Background: an optimization exercise with open tools, aiming at small area, a short achievable clock period and few clock cycles per item. Do not read the settings as production practice. Function was checked by simulation only, so behaviour that the tests miss may differ from the original. Power figures rest on the tool's default switching activity, not on a simulated workload.

==> inputs of run Y <==
Design mac_pipe, start of the top module:
module mac_pipe (
  input  logic               clk,
  input  logic               rst,
  input  logic               in_valid,
  output logic               in_ready,
  input  logic               in_first,
  input  logic               in_last,
  input  logic [71:0]        kernel_in,
  input  logic [71:0]        map_in,
  input  logic signed [31:0] bias,
  input  logic [4:0]         shift,
  output logic               out_valid,
  input  logic               out_ready,
  output logic signed [7:0]  mac_out
);
  logic take;
  assign take = in_valid && in_ready;
  logic bo1;
  logic bt2;
  logic bn3;
  logic pp4;
  logic pp5;
  logic pp6;
  logic pp7;
  logic pp8;
  logic pp9;
  logic pp10;
  logic pp11;
  logic pp12;
  logic bo13;
  logic bt14;
  logic bn15;
  logic pp16;
  logic pp17;
  logic pp18;
  logic pp19;
  logic pp20;
  logic pp21;
  logic pp22;
  logic pp23;
  logic pp24;
  logic bo25;
  logic bt26;
  logic bn27;
  logic pp28;
  logic pp29;
  logic pp30;
  logic pp31;
  logic pp32;
  logic pp33;
  logic pp34;
  logic pp35;
  logic pp36;
  logic bo37;
  logic bt38;
  logic bn39;
  logic pp40;
  logic pp41;
  logic pp42;
  logic pp43;
  logic pp44;
  logic pp45;
  logic pp46;
  logic pp47;
  logic pp48;
  logic bo49;
  logic bt50;
  logic bn51;
  logic pp52;
  logic pp53;
  logic pp54;
  logic pp55;
  logic pp56;
  logic pp57;
  logic pp58;
  logic pp59;
  logic pp60;
  logic bo61;
  logic bt62;
  logic bn63;
  logic pp64;
  logic pp65;
  logic pp66;
  logic pp67;
  logic pp68;
  logic pp69;
  logic pp70;
  logic pp71;
  logic pp72;
  logic bo73;
  logic bt74;
  logic bn75;
  logic pp76;
  logic pp77;
  logic pp78;
  logic pp79;
  logic pp80;
  logic pp81;
  logic pp82;
  logic pp83;
  logic pp84;
  logic bo85;
  logic bt86;
  logic bn87;
  logic pp88;
  logic pp89;
  logic pp90;
  logic pp91;
  logic pp92;
  logic pp93;
  logic pp94;
  logic pp95;
  logic pp96;
  logic bo97;
  logic bt98;
  logic bn99;
  logic pp100;
  logic pp101;
  logic pp102;
  logic pp103;
  logic pp104;
  logic pp105;
  logic pp106;
  logic pp107;
  logic pp108;
  logic bo109;
  logic bt110;
  logic bn111;
  logic pp112;
  logic pp113;
  logic pp114;
  logic pp115;
  logic pp116;
  logic pp117;
  logic pp118;
  logic pp119;
  logic pp120;
  logic bo121;
  logic bt122;
  ...
==> flow/config.mk <==
export PLATFORM = sky130hd
export DESIGN_NAME = mac_pipe
export DESIGN_NICKNAME = mac_pipe
export VERILOG_FILES = /design/flow/design.v
export SDC_FILE = /design/flow/constraint.sdc
export NUM_CORES = 4
export LEC_CHECK = 0
export ABC_AREA = 1
export CAP_MARGIN = 20
export CORE_MARGIN = 2
export CORE_UTILIZATION = 60
export CTS_CLUSTER_DIAMETER = 90
export CTS_CLUSTER_SIZE = 36
export SETUP_SLACK_MARGIN = 4.0
export SLEW_MARGIN = 20
==> flow/constraint.sdc <==
create_clock -name core_clock -period 7.5 [get_ports {clk}]
set_input_delay 1.5000 -clock core_clock [delete_from_list [all_inputs] [get_ports {clk}]]
set_output_delay 1.5000 -clock core_clock [all_outputs]
set_load 0.01 [all_outputs]
standard.sh (not shown) runs the stock make flow with config.mk's settings and CLKGATE_MAP_FILE= SYNTH_SCRIPT=/design/flow/synth_recipe.tcl, a recipe that flattens the netlist after the stock synthesis.
==> flow/flow/run.sh <==
#!/bin/bash
# Layout flow: the standard flow with two changes.
#  1. After the standard synthesis, flow/polarity.py re-chooses which full
#     adders work on complemented signals and swaps simple gates for their
#     De Morgan / complemented-output twins, so fewer inverters remain
#     (registers are left as synthesis made them). Yosys then proves the new
#     netlist equivalent to the standard one (registers paired by name); if
#     that proof fails, the standard netlist is laid out instead.
#  2. Ports are buffered with sky130_fd_sc_hd__buf_1 instead of the default
#     pick; timing repair still resizes them as needed.
# Each tool's output goes to a log file of its own in this folder.
set -euo pipefail
R=orfs/results/${FLOW_PLATFORM:-sky130hd}/mac_pipe/base
LIB=$(ls "$FLOW_HOME"/platforms/${FLOW_PLATFORM:-sky130hd}/lib/sky130_fd_sc_hd__tt_025C_1v80.lib)
bash standard.sh "$(pwd)/$R/1_2_yosys.v" > synth.log 2>&1
cp "$R/1_2_yosys.v" 1_2_yosys.standard.v
python3 flow/polarity.py 1_2_yosys.standard.v 1_2_yosys.polarity.v > polarity.log 2>&1
python3 flow/hide_names.py 1_2_yosys.polarity.v polarity_hidden.v > hide.log 2>&1
sed "s#@LIB@#$LIB#" flow/equiv.ys > equiv.ys
YOSYS=$(command -v yosys || echo "$FLOW_HOME/../tools/install/yosys/bin/yosys")
if "$YOSYS" -q -l equiv.log equiv.ys > equiv.out 2>&1; then
  cp 1_2_yosys.polarity.v "$R/1_2_yosys.v"
  echo "polarity netlist proven equivalent; using it" >> polarity.log
else
  echo "equivalence not proven; keeping the standard netlist" >> polarity.log
fi
BUFFER_PORTS_ARGS="-buffer_cell sky130_fd_sc_hd__buf_1" bash standard.sh finish > layout.log 2>&1
Other scripts of this flow, unchanged in this note and not shown: flow/flow/equiv.ys, flow/flow/hide_names.py, flow/flow/polarity.py
==> run A (differences from run Y) <==
--- a/flow/design.v
+++ b/flow/design.v
@@ -2147,31 +2147,35 @@
       c1_valid <= take;
       w_valid <= c1_valid;
     end
   end
   logic [31:0] acc;
   logic [31:0] acc_base;
   logic        a_res;
+  logic        a_clr;
   logic [4:0]  a_shift;
-  assign acc_base = w_first ? 32'd0 : acc;
+  assign acc_base = (w_first || a_clr) ? 32'd0 : acc;
   logic [31:0] acc_s;
   logic [31:0] acc_c;
   logic [31:0] acc_next;
   always_comb begin
     for (int i = 0; i < 32; i++) begin
       {acc_c[i], acc_s[i]} = {1'b0, acc_base[i]} + {1'b0, w_a[i]} + {1'b0, w_b[i]};
     end
   end
   assign acc_next = acc_s + {acc_c[30:0], 1'b0};
+  always_ff @(posedge clk) begin
+    acc <= acc_next;
+  end
   always_ff @(posedge clk or posedge rst) begin
     if (rst) begin
-      acc   <= 32'd0;
+      a_clr <= 1'b1;
       a_res <= 1'b0;
     end else begin
-      acc <= acc_next;
+      a_clr <= 1'b0;
       a_res <= w_valid && w_last;
     end
   end
   always_ff @(posedge clk) begin
     a_shift <= w_shift;
   end
   logic signed [32:0] xs;
@@ -2193,56 +2197,57 @@
       rq = acc[31] ? 8'h80 : 8'h7f;
     end else if (!acc[31] && q8 == 8'h7f && rb) begin
       rq = 8'h7f;
     end else begin
       rq = q8 + {7'd0, rb};
     end
   end
-  logic [7:0]      q_mem [5];
-  logic [4:0]      q_wr;
-  logic [4:0]      q_rd;
+  logic [7:0]      q_mem [4];
+  logic [3:0]      q_wr;
+  logic [3:0]      q_rd;
   logic [2:0]      q_cnt;
   logic [2:0]      q_cnt_n;
   logic [2:0]      n_out;
   logic [2:0]      n_out_n;
   logic            ask;
   logic            pop;
+  logic            n_full;
   assign pop     = out_valid && out_ready;
   assign ask     = take && in_last;
   assign q_cnt_n = q_cnt + 3'(a_res) - 3'(pop);
   assign n_out_n = n_out + 3'(ask) - 3'(pop);
   always_ff @(posedge clk) begin
-    for (int i = 0; i < 5; i++) begin
+    for (int i = 0; i < 4; i++) begin
       if (a_res && q_wr[i]) begin
         q_mem[i] <= rq;
       end
     end
   end
   always_ff @(posedge clk or posedge rst) begin
     if (rst) begin
-      q_wr      <= 5'd1;
-      q_rd      <= 5'd1;
+      q_wr      <= 4'd1;
+      q_rd      <= 4'd1;
       q_cnt     <= '0;
       n_out     <= '0;
       out_valid <= 1'b0;
-      in_ready  <= 1'b1;
+      n_full    <= 1'b0;
     end else begin
       if (a_res) begin
-        q_wr <= {q_wr[3:0], q_wr[4]};
+        q_wr <= {q_wr[2:0], q_wr[3]};
       end
       if (pop) begin
-        q_rd <= {q_rd[3:0], q_rd[4]};
+        q_rd <= {q_rd[2:0], q_rd[3]};
       end
       q_cnt     <= q_cnt_n;
       n_out     <= n_out_n;
       out_valid <= a_res || q_cnt > 3'd1 || (q_cnt == 3'd1 && !pop);
-      in_ready  <= n_out < 3'd4 || (n_out == 3'd4 && (!ask || pop))
-                   || (n_out == 3'd5 && pop);
+      n_full    <= n_out_n == 3'd4;
     end
   end
+  assign in_ready = !n_full || pop;
   always_comb begin
     mac_out = '0;
-    for (int i = 0; i < 5; i++) begin
+    for (int i = 0; i < 4; i++) begin
       mac_out = mac_out | (q_rd[i] ? q_mem[i] : 8'd0);
     end
   end
 endmodule
- CTS_CLUSTER_DIAMETER: 90 -> 80
- CTS_CLUSTER_SIZE: 36 -> 30
==> run X (differences from run Y) <==
==> flow/flow/run.sh (replaced) <==
#!/bin/bash
# Layout flow: the standard flow with two changes.
#  1. After the standard synthesis, flow/polarity.py re-chooses which full
#     adders work on complemented signals and swaps simple gates for their
#     De Morgan / complemented-output twins, so fewer inverters remain
#     (registers are left as synthesis made them). Yosys then proves the new
#     netlist equivalent to the standard one (registers paired by name); if
#     that proof fails, the standard netlist is laid out instead.
#  2. Ports are buffered with sky130_fd_sc_hd__buf_2 instead of the default
#     pick; timing repair still resizes them as needed.
# Each tool's output goes to a log file of its own in this folder.
set -euo pipefail
R=orfs/results/${FLOW_PLATFORM:-sky130hd}/mac_pipe/base
LIB=$(ls "$FLOW_HOME"/platforms/${FLOW_PLATFORM:-sky130hd}/lib/sky130_fd_sc_hd__tt_025C_1v80.lib)
bash standard.sh "$(pwd)/$R/1_2_yosys.v" > synth.log 2>&1
cp "$R/1_2_yosys.v" 1_2_yosys.standard.v
python3 flow/polarity.py 1_2_yosys.standard.v 1_2_yosys.polarity.v > polarity.log 2>&1
python3 flow/hide_names.py 1_2_yosys.polarity.v polarity_hidden.v > hide.log 2>&1
sed "s#@LIB@#$LIB#" flow/equiv.ys > equiv.ys
YOSYS=$(command -v yosys || echo "$FLOW_HOME/../tools/install/yosys/bin/yosys")
if "$YOSYS" -q -l equiv.log equiv.ys > equiv.out 2>&1; then
  cp 1_2_yosys.polarity.v "$R/1_2_yosys.v"
  echo "polarity netlist proven equivalent; using it" >> polarity.log
else
  echo "equivalence not proven; keeping the standard netlist" >> polarity.log
fi
BUFFER_PORTS_ARGS="-buffer_cell sky130_fd_sc_hd__buf_2" bash standard.sh finish > layout.log 2>&1
- CTS_CLUSTER_DIAMETER: 90 -> 80
- CTS_CLUSTER_SIZE: 36 -> 30
==> results.txt <==
metric	run A	run Y	run X
Via count of the first global-routing pass	21000	21000	21300
Leak Pwr	12.0 nW	12.2 nW	12.6 nW
Final Util	66.5%	65.8%	66.1%
Pwr Total	16.4 mW	16.0 mW	16.3 mW
Iter 0 DRT Violations	1698	2097	1913
Final estimated routing congestion in global placement	1.02	0.974	0.977
Non-Clock Buffer Area Fraction	3.25%	3.15%	3.67%
Share of layout cells above drive strength 1	7.04%	6.63%	11.9%
Worst Hold End	a_shift[1]$_DFF_P_	w_shift[0]$_DFF_P_	a_shift[3]$_DFF_P_
Number of inserted filler cells in the final layout	3534	3666	3611
Result of the run	finished clean	finished clean	finished clean
Die height	214 um	217 um	217 um
Site row count	76	77	77
Testbench counts of run Y, summed over its fixed seeds: cycles 7,044, items 7,012.
Testbench counts of run A, summed over its fixed seeds: cycles 7,044, items 7,012.
Testbench counts of run X, summed over its fixed seeds: cycles 7,044, items 7,012.

[port drivers added, routing unchanged]
Ports are ideal in the flow. The routed layouts listed here were re-timed in OpenROAD. Step 1 assumes that a clkbuf_16 drives the clock port and a buf_2 every other input. Step 2, shift: input delay + t, output delay - t, t = (earliest + latest rising clock arrival at the registers) / 2. This alone moves slack from input paths to output paths. a / b / c = ideal / step 1 / step 2; a / b = the first two.
run	shift t [ns]	slack for setup (ns)	worst setup path at the end	worst slew at a driven data input, ns
run Y	0.568	3.972 / 3.972 / 3.536	input to register	0.06
run A	0.597	3.947 / 3.947 / 3.432	input to register	0.05
run X	0.597	3.958 / 3.958 / 3.561	input to register	0.04
After both steps every run listed still meets setup and hold. For run A, which loses most, drivers alone change the setup slack by 0.000 ns; drivers and shift together by -0.515 ns.
